From an optimization exercise on the open Yosys and OpenROAD flow, aimed at small area, a short achievable clock period and few clock cycles per item; shortcuts taken in it are not production practice. The RTL of this run was laid out without a check of its function. Power is estimated from default activity; no workload was simulated.

===== design/flow/design.v =====
module sobel_stream #(
    parameter int WIDTH = 128,
    parameter int DEPTH = 128,
    parameter int PIX_W = 8
) (
    input  logic             ClkPort,
    input  logic             Reset,
    input  logic [PIX_W-1:0] threshold,
    input  logic             in_valid,
    output logic             in_ready,
    input  logic [PIX_W-1:0] in_pixel,
    output logic             out_valid,
    input  logic             out_ready,
    output logic             out_edge,
    output logic             out_first,
    output logic             out_last
);
    localparam int CW  = $clog2(WIDTH);
    localparam int RW  = $clog2(DEPTH);
    localparam int LW  = CW + 2;
    localparam int CAP = 9;                  
    localparam int OW  = $clog2(CAP + 1);
    localparam int FD  = CAP - 1;            
    localparam int FW  = $clog2(FD);
    localparam logic [CW-1:0] COL_LAST = CW'(WIDTH - 1);
    localparam logic [RW-1:0] ROW_LAST = RW'(DEPTH - 1);
    localparam logic [LW-1:0] LAG_RUN  = LW'(WIDTH + 1);
    logic             acc, cons, hv, h0, in_first;
    logic [PIX_W-1:0] pix_q, thr_q;
    assign acc = in_valid && in_ready;
    always_ff @(posedge ClkPort) begin
        if (acc) pix_q <= in_pixel;
        if (acc && in_first) thr_q <= threshold;
    end
    logic [PIX_W*WIDTH-1:0] ra, rb;
    logic [PIX_W-1:0]       ta, tb;
    assign ta = ra[PIX_W*WIDTH-1 -: PIX_W];
    assign tb = rb[PIX_W*WIDTH-1 -: PIX_W];
    always_ff @(posedge ClkPort) begin
        ra <= {ra[PIX_W*(WIDTH-1)-1:0], cons ? pix_q : ta};
        rb <= {rb[PIX_W*(WIDTH-1)-1:0], cons ? ta : tb};
    end
    logic [RW-1:0] g_row;
    logic [CW-1:0] g_col;
    logic [LW-1:0] lag, lag_nx;
    logic [CW-1:0] dph, dph_nx;
    logic [OW-1:0] ocnt, ocnt_nx;
    logic          g_border, emit, emit_int, room, xfer;
    logic [1:0]    kind;
    logic          g_last_nx;
    assign g_border = (g_row == '0) || (g_row == ROW_LAST) || (g_col == '0) || (g_col == COL_LAST);
    assign room     = (ocnt != OW'(CAP));
    assign cons     = hv && room && (h0 || dph == '0);
    assign emit     = g_border ? (cons || (room && lag != '0)) : (cons && lag == LAG_RUN);
    assign emit_int = emit && !g_border;
    assign kind = !g_border ? 2'b01 :
                  (g_row == '0 && g_col == '0) ? 2'b10 :
                  (g_row == ROW_LAST && g_col == COL_LAST) ? 2'b11 : 2'b00;
    assign xfer    = out_valid && out_ready;
    assign lag_nx  = lag + LW'(cons) - LW'(emit);
    assign ocnt_nx = ocnt + OW'(emit) - OW'(xfer);
    assign dph_nx  = (cons && h0) ? '0 : dph - CW'(1) + CW'(cons);
    assign g_last_nx = (lag_nx == LAG_RUN) &&
                       (emit ? (g_row == RW'(DEPTH - 2) && g_col == CW'(WIDTH - 3))
                             : (g_row == RW'(DEPTH - 2) && g_col == CW'(WIDTH - 2)));
    logic in_first_nx, hv_nx, h0_nx, in_ready_nx;
    assign in_first_nx = acc ? (in_first ? 1'b0 : g_last_nx) : in_first;
    assign hv_nx       = acc || (hv && !cons);
    assign h0_nx       = acc ? in_first : h0;
    assign in_ready_nx = in_first_nx ? (in_first && !hv_nx && !emit_int)
                                     : (!hv_nx || ((h0_nx || dph_nx == '0) && ocnt_nx != OW'(CAP)));
    always_ff @(posedge ClkPort or posedge Reset) begin
        if (Reset) begin
            in_ready <= 1'b1;
            in_first <= 1'b1;
            hv       <= 1'b0;
            h0       <= 1'b0;
            g_row    <= '0;
            g_col    <= '0;
            lag      <= '0;
            dph      <= '0;
            ocnt     <= '0;
        end else begin
            in_ready <= in_ready_nx;
            in_first <= in_first_nx;
            hv       <= hv_nx;
            h0       <= h0_nx;
            lag      <= lag_nx;
            dph      <= dph_nx;
            ocnt     <= ocnt_nx;
            if (emit) begin
                if (g_col == COL_LAST) begin
                    g_col <= '0;
                    g_row <= (g_row == ROW_LAST) ? '0 : g_row + 1'b1;
                end else begin
                    g_col <= g_col + 1'b1;
                end
            end
        end
    end
    logic [9:0]        v_c, v1, vm, vl;
    logic signed [8:0] d_c, d1, dm, dl;
    logic              s1_e, s1_c;
    logic [1:0]        s1_k;
    assign v_c = {2'b00, tb} + {1'b0, ta, 1'b0} + {2'b00, pix_q};
    assign d_c = $signed({1'b0, pix_q}) - $signed({1'b0, tb});
    always_ff @(posedge ClkPort) begin
        v1   <= v_c;
        d1   <= d_c;
        s1_k <= kind;
        if (s1_c) begin
            vm <= v1;
            vl <= vm;
            dm <= d1;
            dl <= dm;
        end
    end
    logic signed [10:0] gx, gy, gx_q, gy_q;
    logic               s2_e;
    logic [1:0]         s2_k;
    assign gx = $signed({1'b0, v1}) - $signed({1'b0, vl});
    assign gy = 11'(dl) + (11'(dm) <<< 1) + 11'(d1);
    always_ff @(posedge ClkPort) begin
        gx_q <= gx;
        gy_q <= gy;
        s2_k <= s1_k;
    end
    always_ff @(posedge ClkPort or posedge Reset) begin
        if (Reset) begin
            s1_e <= 1'b0;
            s1_c <= 1'b0;
            s2_e <= 1'b0;
        end else begin
            s1_e <= emit;
            s1_c <= cons;
            s2_e <= s1_e;
        end
    end
    logic [9:0]  ax, ay;
    logic [12:0] msum;
    logic        edge_c;
    logic [1:0]  res;
    assign ax     = gx_q[9:0] ^ {10{gx_q[10]}};
    assign ay     = gy_q[9:0] ^ {10{gy_q[10]}};
    assign msum   = {3'b000, ax} + {3'b000, ay} + {5'b01111, ~thr_q} + 13'(gx_q[10]) + 13'(gy_q[10]);
    assign edge_c = msum[12];
    assign res    = (s2_k == 2'b01) ? {1'b0, edge_c} : s2_k;
    logic [1:0]    fifo [FD];
    logic [FW-1:0] wp, rp;
    logic [FW:0]   fcnt;
    logic       take, pop, push;
    logic [1:0] head;
    assign take = !out_valid || out_ready;
    assign pop  = take && (fcnt != '0);
    assign push = s2_e && !(take && fcnt == '0);
    assign head = (fcnt != '0) ? fifo[rp] : res;
    always_ff @(posedge ClkPort) begin
        if (push) fifo[wp] <= res;
        if (take) begin
            out_edge  <= (head == 2'b01);
            out_first <= (head == 2'b10);
            out_last  <= (head == 2'b11);
        end
    end
    always_ff @(posedge ClkPort or posedge Reset) begin
        if (Reset) begin
            out_valid <= 1'b0;
            wp        <= '0;
            rp        <= '0;
            fcnt      <= '0;
        end else begin
            if (take) out_valid <= (fcnt != '0) || s2_e;
            if (push) wp <= wp + 1'b1;
            if (pop)  rp <= rp + 1'b1;
            fcnt <= fcnt + (FW+1)'(push) - (FW+1)'(pop);
        end
    end
endmodule

===== design/flow/run.sh =====
#!/bin/bash
# synth_recipe.tcl (not shown) runs the flow's synth.tcl, then flattens the netlist and writes it again
# the make line also repeats each setting of config.mk as NAME=value (left out here)
make -C /OpenROAD-flow-scripts/flow DESIGN_CONFIG=/design/flow/config.mk WORK_HOME=/design/flow/orfs CLKGATE_MAP_FILE= SYNTH_SCRIPT=/design/flow/synth_recipe.tcl finish

===== design/flow/config.mk =====
export PLATFORM = sky130hd
export DESIGN_NAME = sobel_stream
export DESIGN_NICKNAME = sobel_stream
export VERILOG_FILES = /design/flow/design.v
export SDC_FILE = /design/flow/constraint.sdc
export NUM_CORES = 4
export LEC_CHECK = 0
export CAP_MARGIN = 20
export CORE_MARGIN = 2
export CORE_UTILIZATION = 40
export SLEW_MARGIN = 20

===== design/flow/constraint.sdc =====
create_clock -name core_clock -period 9.0 [get_ports {ClkPort}]
set_input_delay 1.8000 -clock core_clock [delete_from_list [all_inputs] [get_ports {ClkPort}]]
set_output_delay 1.8000 -clock core_clock [all_outputs]
set_load 0.01 [all_outputs]

==> impl_metrics.py <==
metrics = {
    "floorplanning": {
        "coreArea_um2": 123000,
        "dieArea_um2": 127000,
        "start_util_pct": 40.2,
        "die_w_um": 356,
        "row_count": 129,
        "io_pins": 25,
        "die_y_um": 356,
    },
    "global_routing": {
        "grt_pass1_vias": 18653,
        "grt_antenna_before_repair": 1,
        "grt_pass1_wl_um": 94000,
        "grt_overflow": 0,
        "grt.total_usage_pct": 9.07,
        "grt_max_degree": 53,
    },
    "place": {
        "dpl.cell_count": 4436,
        "post_dp_cell_area_um2": 51900,
        "hpwlAfterDp_um": 28200,
        "gp_congestion": 0.727,
        "portBuffers": 24,
    },
    "outcome": {
        "status": "complete, no violations",
    },
    "drt": {
        "dr.pass1.iters": 5,
        "drt-met1-wl_um": 30000,
        "vias": 18141,
        "vias_per_cell": 3.79,
        "wl_met2_um": 20900,
        "drc": 0,
        "drt_iter0_drc": 748,
        "routed_wl_um": 55200,
        "drtAntennaViolNets": 0,
        "wl_met3_um": 2580,
        "wl_per_cell_um": 11.5,
        "topRoutingLayerUsed": "met4",
    },
    "setup_path": {
        "critPathLaunch": "dph[5]$_DFF_PP0_",
        "crit_fanout": 24,
        "path_delay_family": "simple AND/OR/NAND/NOR gates",
        "critPathRequiredTime_ns": 9.66,
        "crit_path_top_delay_cell": "or4_1",
        "crit_buf_inv": 5,
        "worstReg2RegStart": "dph[5]$_DFF_PP0_",
        "end_kind": "flop",
        "start_kind": "flop",
        "critPathKind": "reg -> reg",
        "crit_top_cell": "inv_1",
        "worstPathArrival_ns": 5.72,
        "crit_chain": "nor4_1, a21oi_1, or2_1, inv_2, o32ai_2, inv_1, ha_1, inv_1, ha_1, inv_1, fa_1, inv_1, or4_1, or4_1, or3_1, nor3_2, a31o_1",
        "critical_path.max_stage_delay_ns": 0.53,
    },
    "logic_synthesis": {
        "synthCells": 2782,
        "yosys_most_used_dff": "dfxtp_1",
        "postSynth.asyncResetShare_pct": 2.35,
        "synth_edf_count": 71,
        "synth_seq_cells": 2214,
        "avgSynthCellArea_um2": 17.8,
        "ys_seq_area_share_pct": 91.3,
        "syn-cell-area_um2": 49600,
        "yosys_warnings": 1,
        "synth_nets": 2913,
        "synth_cell_types": 56,
    },
    "power": {
        "pwr-share-comb_pct": 1.3,
        "power.internal_mw": 14.7,
        "p_leak_nw": 23.6,
        "power_density_nw_per_um2": 312,
        "ir_drop_mv": 0.177,
        "p_switching_mw": 3.49,
        "total_power_mw": 18.2,
        "clockPowerShare_pct": 44.2,
        "seqPwrFrac_pct": 54.5,
        "swShare_pct": 19.1,
    },
    "timing": {
        "setup_viol": 0,
        "final.min_clock_period_ns": 5.06,
        "hold_violations": 0,
        "worst_pin_slew_ns": 0.845,
        "fin_crit_sh_pct": 56.3,
        "whs_ns": 0.295,
        "setup_tns_ns": 0,
        "skew_ns": 0.0397,
        "slew_headroom_pct": 43.7,
        "clock.fmax_mhz": 198,
        "rsz0062_at_grt": "false",
        "slew_violations": 0,
    },
    "clock_network": {
        "cts-resized-gates": 0,
        "cts_setup_buffers": 0,
        "clock-sinks": 2214,
        "cts_buffer_depth": 3,
        "htreeDepth": 4,
        "clkTransAtPathRegs_ns": 0.07,
        "clk_latency_ns": 0.75,
        "numCtsBuffers": 194,
        "cts_tree": "yes",
        "postCtsHoldBufs": 0,
        "cts-root-buf": "clkbuf_16",
    },
    "finish": {
        "nets": 3126,
        "final_cells": 4785,
        "synthToLayoutAreaGrowth_pct": 17.5,
        "final_cell_mix": "dfxtp_1, clkbuf_16, inv_1",
        "final_area_um2": 58300,
        "layout_commonest_cell": "dfxtp_1",
        "diodes": 0,
        "layout-drive-gt1-share_pct": 10.5,
    },
    "flow_run": {
        "cap_violations": 0,
    },
    "worst_hold_path": {
        "min_path_type": "reg -> reg",
        "worstHoldStart": "ra[825]$_DFF_P_",
    },
}
final cells by class:
type / instances / area, µm²
Clock buffer: 289 / 5760
Clock inverter: 60 / 678
Fill cell: 10321 / 65100
Inverter: 90 / 338
Multi-Input combinational cell: 469 / 3960
Sequential cell: 2214 / 45300
Tap cell: 1637 / 2050
Timing Repair Buffer: 26 / 255
per-layer routing:
layer | up-vias | global-route usage, %
met3 | 134 | 2.72
met1 | 8483 | 13.4
met4 | 0 | 4.47
met5 | - | 0
met2 | 244 | 11.9
li1 | 9280 | -
Yosys cell counts (5+ instances only):
cell	number	area [µm²]
a21o_1	18	135
a21oi_1	28	140
and3_1	5	31.3
clkbuf_1	5	18.8
dfrtp_1	50	1250
dfxtp_1	2091	41900
edfxtp_1	71	2130
fa_1	30	601
ha_1	81	1010
inv_1	89	334
mux2_2	11	124
nand2_1	42	158
nand2b_1	11	68.8
nand3_1	17	85.1
nand4_1	5	31.3
nor2_1	34	128
nor2b_1	9	56.3
nor3_1	12	60.1
o21ai_0	34	170
xnor2_1	38	333
xor2_1	33	289
power by group through the flow:
stage / Clock [mW] / Combinational (mW) / Sequential, mW
detailed placement: 0 / 0.236 / 10.1
CTS: 8.33 / 0.237 / 9.93
global route: 8.74 / 0.267 / 9.93
global placement: 0 / 0.232 / 10.1
finish: 8.06 / 0.231 / 9.93
floorplan: 0 / 0.181 / 10.1
flip-flops by register name (all words and copies together), names as in the netlist, 9 cells and up:
signal	count
d1	9
fifo	16
gx_q	10
gy_q	11
lag	9
ra	1024
rb	1024
v1	9
vl	10
vm	10
path summary, 6_finish.rpt:
path                                      endpoint  slack (ns)  depth (start not counted)
min in group asynchronous        ocnt[1]$_DFF_PP0_        1.58                          3
max in group asynchronous         dph[2]$_DFF_PP0_        6.93                          3
worst min register to register     ra[833]$_DFF_P_        0.30                          0
worst max register to register  in_first$_DFF_PP1_        3.94                         17
worst min-delay path               ra[833]$_DFF_P_        0.30                          0
worst max-delay path            in_first$_DFF_PP1_        3.94                         17
cell families (layout without fill, tap and decap cells):
logic type	after synthesis	after routing	synth area share, %
and+or+nand+nor	161	161	1.62
muxes	17	17	0.471
buffers and inverters	99	465	0.756
DFF	2214	2214	91.3
adders and majority gates	111	111	3.25
AOI/OAI and AO/OA	109	109	1.39
xor gates and xnor gates	71	71	1.25
per-stage QoR:
step	util, %	setup WS [ns]
2_1_floorplan	-	4.79
3_3_place_gp	42.0	3.91
3_5_place_dp	42.0	3.86
4_1_cts	47.2	3.79
5_1_grt	47.2	3.42
6_report	47.2	3.94

-- port drivers added, routing unchanged --
The results above use ideal ports. As a check the final layout listed here was re-extracted and re-timed, cells and wires unchanged.
Step 1, drivers: a clkbuf_16 drives ClkPort and a buf_2 each remaining input, both assumed.
Step 2, shift: input delay + t, output delay - t, t = (earliest + latest rising clock arrival at the registers) / 2. This alone moves slack from input paths to output paths.
a / b / c = no drivers / after step 1 / after step 2; a / b = the first two.
shift t [ns]: 0.802
slack for setup (ns): 3.937 / 3.937 / 3.937
worst hold slack (ns): 0.295 / 0.295 / 0.295
worst setup path at the end: register to register
latest minus earliest clock arrival (ns): 0.040 / 0.040
After both steps this run still meets setup and hold. The setup slack of this run moves by 0.000 ns with the drivers and by 0.000 ns with both steps.
